Background: an optimization exercise with open tools, aiming at a short achievable clock period and few clock cycles per item. Do not read the settings as production practice.
Function not checked in this run: the RTL went through the layout flow alone.
Power is estimated from default activity; no workload was simulated.

==> design/flow/design.v <==
package vft_pkg;
  localparam logic OP_COUNT = 1'b0;
  localparam logic OP_READ  = 1'b1;
  localparam logic [2:0] ST_NEW         = 3'd0;
  localparam logic [2:0] ST_INCREMENTED = 3'd1;
  localparam logic [2:0] ST_FULL        = 3'd2;
  localparam logic [2:0] ST_READ_OK     = 3'd3;
  localparam logic [2:0] ST_UNUSED      = 3'd4;
  localparam logic [31:0] COUNT_MAX = 32'hFFFF_FFFF;
  typedef struct packed {
    logic               operation;
    logic signed [31:0] value;
    logic        [3:0]  index;
  } vft_in_t;
  typedef struct packed {
    logic signed [31:0] entry_value;
    logic        [31:0] entry_count;
    logic        [2:0]  status;
    logic        [4:0]  used_entries;
  } vft_out_t;
  typedef struct packed {
    logic [31:0] value;
    logic [31:0] count;
  } vft_entry_t;
  typedef enum logic [2:0] {
    S_IDLE,
    S_SCAN,
    S_APPEND,
    S_RDWAIT,
    S_DONE
  } vft_state_e;
endpackage
module value_frequency_table_core #(
  parameter int ENTRIES = 16
) (
  input  logic        clk_i,
  input  logic        rst_ni,
  input  logic        in_valid_i,
  output logic        in_ready_o,
  input  logic [36:0] in_data_i,
  output logic        out_valid_o,
  input  logic        out_ready_i,
  output logic [71:0] out_data_o
);
  localparam int N    = ENTRIES;
  localparam int FW   = $clog2(N + 1);
  localparam int SKID = 2;            
  localparam int CAP  = SKID + 1;     
  localparam int SW   = (SKID > 1) ? $clog2(SKID) : 1;
  localparam int CW   = $clog2(CAP + 1);
  logic [N-1:0][31:0] tv_q;       
  logic [N-1:0][31:0] tc_q;       
  logic [N-1:0]       valid_q;    
  logic [N-1:0]       slot_q;     
  logic               full_q;     
  logic [FW-1:0]      fill_q;
  logic        in_ready_q;
  logic         b_vld_q;
  logic         b_op_q;
  logic [31:0]  b_val_q;
  logic [3:0]   b_idx_q;
  logic [N-1:0] hit_q;
  logic         b_new;
  logic         acc;
  logic [31:0]  a_val;
  logic [N-1:0] hit_d;
  logic         byp_w;
  assign acc   = in_valid_i & in_ready_q;
  assign a_val = in_data_i[35:4];
  always_comb begin
    byp_w = b_new & (b_val_q == a_val);
    for (int k = 0; k < N; k++) begin
      hit_d[k] = acc & (in_data_i[36] == vft_pkg::OP_COUNT) &
                 ((valid_q[k] & (tv_q[k] == a_val)) | (byp_w & slot_q[k]));
    end
  end
  always_ff @(posedge clk_i or negedge rst_ni) begin
    if (!rst_ni) begin
      b_vld_q <= 1'b0;
      hit_q   <= '0;
    end else begin
      b_vld_q <= acc;
      hit_q   <= hit_d;
    end
  end
  always_ff @(posedge clk_i) begin
    b_op_q  <= in_data_i[36];
    b_val_q <= a_val;
    b_idx_q <= in_data_i[3:0];
  end
  logic               b_anyhit;
  logic               b_miss;      
  logic [N-1:0][31:0] tc_inc;      
  logic [N-1:0]       rd_sel;
  logic               rd_ok;
  logic [31:0]        r_val, r_cnt;
  logic [2:0]         r_status;
  logic [4:0]         r_used;
  logic [71:0]        res_w;
  assign b_anyhit = |hit_q;
  assign b_miss   = (b_op_q == vft_pkg::OP_COUNT) & ~b_anyhit & ~full_q;
  assign b_new    = b_vld_q & b_miss;
  assign rd_ok    = valid_q[b_idx_q];
  always_comb begin
    for (int k = 0; k < N; k++) begin
      tc_inc[k] = (tc_q[k] == vft_pkg::COUNT_MAX) ? tc_q[k] : tc_q[k] + 32'd1;
      rd_sel[k] = (b_op_q == vft_pkg::OP_READ) & valid_q[k] & (b_idx_q == k[3:0]);
    end
    r_val = '0;
    r_cnt = {31'd0, b_miss};
    for (int k = 0; k < N; k++) begin
      r_val = r_val | ({32{rd_sel[k]}} & tv_q[k]);
      r_cnt = r_cnt | ({32{rd_sel[k]}} & tc_q[k]) | ({32{hit_q[k]}} & tc_inc[k]);
    end
    if (b_op_q == vft_pkg::OP_COUNT) begin
      r_val = b_val_q;
    end
    if (b_op_q == vft_pkg::OP_READ) begin
      r_status = rd_ok ? vft_pkg::ST_READ_OK : vft_pkg::ST_UNUSED;
    end else if (b_anyhit) begin
      r_status = vft_pkg::ST_INCREMENTED;
    end else begin
      r_status = full_q ? vft_pkg::ST_FULL : vft_pkg::ST_NEW;
    end
    r_used = b_miss ? 5'(fill_q + FW'(1)) : 5'(fill_q);
  end
  assign res_w = {r_val, r_cnt, r_status, r_used};
  for (genvar k = 0; k < N; k++) begin : g_entry
    always_ff @(posedge clk_i) begin
      if (slot_q[k]) begin
        tv_q[k] <= b_val_q;
        tc_q[k] <= 32'd1;
      end else if (hit_q[k]) begin
        tc_q[k] <= tc_inc[k];
      end
    end
  end
  always_ff @(posedge clk_i or negedge rst_ni) begin
    if (!rst_ni) begin
      valid_q <= '0;
      slot_q  <= N'(1);
      full_q  <= 1'b0;
      fill_q  <= '0;
    end else if (b_new) begin
      valid_q <= valid_q | slot_q;
      slot_q  <= {slot_q[N-2:0], 1'b0};
      full_q  <= slot_q[N-1];
      fill_q  <= fill_q + FW'(1);
    end
  end
  logic                  ov_q;
  logic [71:0]           head_q;
  logic [SKID-1:0][71:0] skid_q;
  logic [SW-1:0]         rp_q, wp_q;
  logic [CW-1:0]         sc_q;
  logic                  head_ld, skid_empty, push, pop;
  assign head_ld    = ~ov_q | out_ready_i;
  assign skid_empty = (sc_q == '0);
  assign push       = b_vld_q & ~(head_ld & skid_empty);
  assign pop        = head_ld & ~skid_empty;
  always_ff @(posedge clk_i or negedge rst_ni) begin
    if (!rst_ni) begin
      ov_q <= 1'b0;
      rp_q <= '0;
      wp_q <= '0;
      sc_q <= '0;
    end else begin
      if (head_ld) begin
        ov_q <= ~skid_empty | b_vld_q;
      end
      if (pop)  rp_q <= (rp_q == SW'(SKID - 1)) ? '0 : rp_q + SW'(1);
      if (push) wp_q <= (wp_q == SW'(SKID - 1)) ? '0 : wp_q + SW'(1);
      sc_q <= sc_q + CW'(push) - CW'(pop);
    end
  end
  always_ff @(posedge clk_i) begin
    if (head_ld) begin
      head_q <= skid_empty ? res_w : skid_q[rp_q];
    end
    for (int s = 0; s < SKID; s++) begin
      if (b_vld_q && (wp_q == SW'(s))) begin
        skid_q[s] <= res_w;
      end
    end
  end
  assign out_valid_o = ov_q;
  assign out_data_o  = head_q;
  logic [CW-1:0] cred_q;
  logic          take;
  assign take = ov_q & out_ready_i;
  always_ff @(posedge clk_i or negedge rst_ni) begin
    if (!rst_ni) begin
      cred_q     <= '0;
      in_ready_q <= 1'b1;
    end else begin
      cred_q <= cred_q + CW'(acc) - CW'(take);
      if (acc && !take) begin
        in_ready_q <= (32'(cred_q) + 1 < CAP);
      end else if (!acc && take) begin
        in_ready_q <= 1'b1;
      end else begin
        in_ready_q <= (32'(cred_q) < CAP);
      end
    end
  end
  assign in_ready_o = in_ready_q;
endmodule
module vft_top (
  input  logic        clk_i,
  input  logic        rst_ni,
  input  logic        in_valid_i,
  output logic        in_ready_o,
  input  logic [36:0] in_data_i,
  output logic        out_valid_o,
  input  logic        out_ready_i,
  output logic [71:0] out_data_o
);
  value_frequency_table_core #(
    .ENTRIES (16)
  ) u_core (
    .clk_i       (clk_i),
    .rst_ni      (rst_ni),
    .in_valid_i  (in_valid_i),
    .in_ready_o  (in_ready_o),
    .in_data_i   (in_data_i),
    .out_valid_o (out_valid_o),
    .out_ready_i (out_ready_i),
    .out_data_o  (out_data_o)
  );
endmodule
==> design/flow/run.sh <==
#!/bin/bash
# synth_recipe.tcl (not shown) runs the flow's synth.tcl, then flattens the netlist and writes it again
# the make line also repeats each setting of config.mk as NAME=value (left out here)
make -C /OpenROAD-flow-scripts/flow DESIGN_CONFIG=/design/flow/config.mk WORK_HOME=/design/flow/orfs CLKGATE_MAP_FILE= SYNTH_SCRIPT=/design/flow/synth_recipe.tcl finish
==> design/flow/config.mk <==
export PLATFORM = sky130hd
export DESIGN_NAME = vft_top
export DESIGN_NICKNAME = vft_top
export VERILOG_FILES = /design/flow/design.v
export SDC_FILE = /design/flow/constraint.sdc
export NUM_CORES = 4
export LEC_CHECK = 0
export ABC_CLOCK_PERIOD_IN_PS = 2500
export CAP_MARGIN = 20
export CORE_MARGIN = 2
export CORE_UTILIZATION = 60
export SETUP_SLACK_MARGIN = 5
export SLEW_MARGIN = 20
==> design/flow/constraint.sdc <==
create_clock -name core_clock -period 8.0 [get_ports {clk_i}]
set_input_delay 1.6000 -clock core_clock [delete_from_list [all_inputs] [get_ports {clk_i}]]
set_output_delay 1.6000 -clock core_clock [all_outputs]
set_load 0.01 [all_outputs]
==> run summary <==
-- synth_stat cells, drive strengths merged, types with 13 or more instances --
cell and instances:
a222oi 48, and4 114, o22ai 39, nand2 664, buf 111, nor3b 14
ha 22, a2111oi 58, o21ai 248, nand3 385, or2 35, or3 148
o211ai 40, edfxtp 728, nor4 182, nand4 381, nor2 654, o21a 13
a41oi 14, xor2 403, nor4b 13, nor3 200, and2 62, a221oi 101
dfrtp 61, and3 249, o2111ai 24, nand2b 47, a22oi 282, xnor2 798
mux2i 71, o31ai 19, a32oi 13, nand4b 13, clkbuf 591, a211oi 64
inv 56, nor2b 47, a21oi 262, or4 38, a31oi 56, a22o 50
dfxtp 549
-- power by group through the flow --
stage / logic, mW / registers, mW / clock network [mW]
2_1_floorplan: 0.923 / 8.14 / 0
3_3_place_gp: 1.75 / 8.22 / 0
3_5_place_dp: 1.82 / 8.24 / 0
4_1_cts: 1.89 / 8.06 / 7.10
-- layer usage --
layer	overflow	GRT usage
met4	2	0.670
met3	0	0.683
met2	2	0.868
met5	0	0.613
met1	2	0.791
-- cells by family after synthesis --
kind of cell / synth area share
muxes: 0.0118
buffers and inverters: 0.0396
and+or+nand+nor: 0.223
adders and majority gates: 0.00360
AOI/OAI and AO/OA: 0.134
xor gates and xnor gates: 0.138
DFF: 0.450
-- worst max path at each step --
stage | startpoint | end | slack (ps) | cells past startpoint
3_3_place_gp | u_core.hit_q[7] | u_core.hit_q[15] | 2410 | 10
3_5_place_dp | u_core.tc_q[169] | u_core.head_q[9] | 2750 | 8
4_1_cts | u_core.tc_q[256] | u_core.head_q[17] | 4670 | 10
2_1_floorplan | out_ready_i | u_core.sc_q[1] | 4420 | 6
-- timing repair --
action                                  in CTS
endpoints found under the setup margin     571
buffers inserted                           534
resized for setup                         2098
pin swaps                                  375
cloned                                      41
==> impl_metrics.json <==
{
  "synth_edf_count": 728,
  "die_width_um": 361,
  "syn_nets": 8199,
  "synth-main-ff-cell": "edfxtp_1",
  "dp_cells": 9393,
  "synth_top_area_share": 0.286,
  "clockBufferDepth": 3,
  "io_buffers": 114,
  "io_pins": 115,
  "async_flop_share": 0.0470,
  "yosysSeqAreaShare": 0.450,
  "cts-buffers-inserted": 145,
  "pre_cts_slack_ps": 2750,
  "htreeDepth": 4,
  "netlist_instances": 8136,
  "place_hpwl_um": 320000,
  "outcome.stop_stage": "5_1_grt",
  "stop_error": "[ERROR GRT-0232] Routing congestion too high. Check the congestion heatmap in the GUI.",
  "ys_types": 105,
  "clock_sink_count": 1340,
  "die_y_um": 361,
  "gr-total-overflow": 6,
  "status": "aborted with a tool error",
  "ys_ff_latch": 1340,
  "grt_max_degree": 99,
  "post_dp_cell_area_sq_mm": 0.0787,
  "place.gp.congestion": 1.41,
  "yosys.area.top_type": "edfxtp_1",
  "synth.cell_area_sq_mm": 0.0764,
  "yosys-top-cells-area": "edfxtp_1 29%, dfxtp_1 14%, xnor2_1 9.1%, xor2_1 4.6%, nand2_1 3.3%",
  "hold_buffers": 0,
  "initial_core_util": 0.606,
  "yosys_warnings": 1,
  "grtUsageTotal": 0.768,
  "rows": 130,
  "cts_root_buffer": "clkbuf_16",
  "synth.avg_cell_area_sq_um": 9.40
}
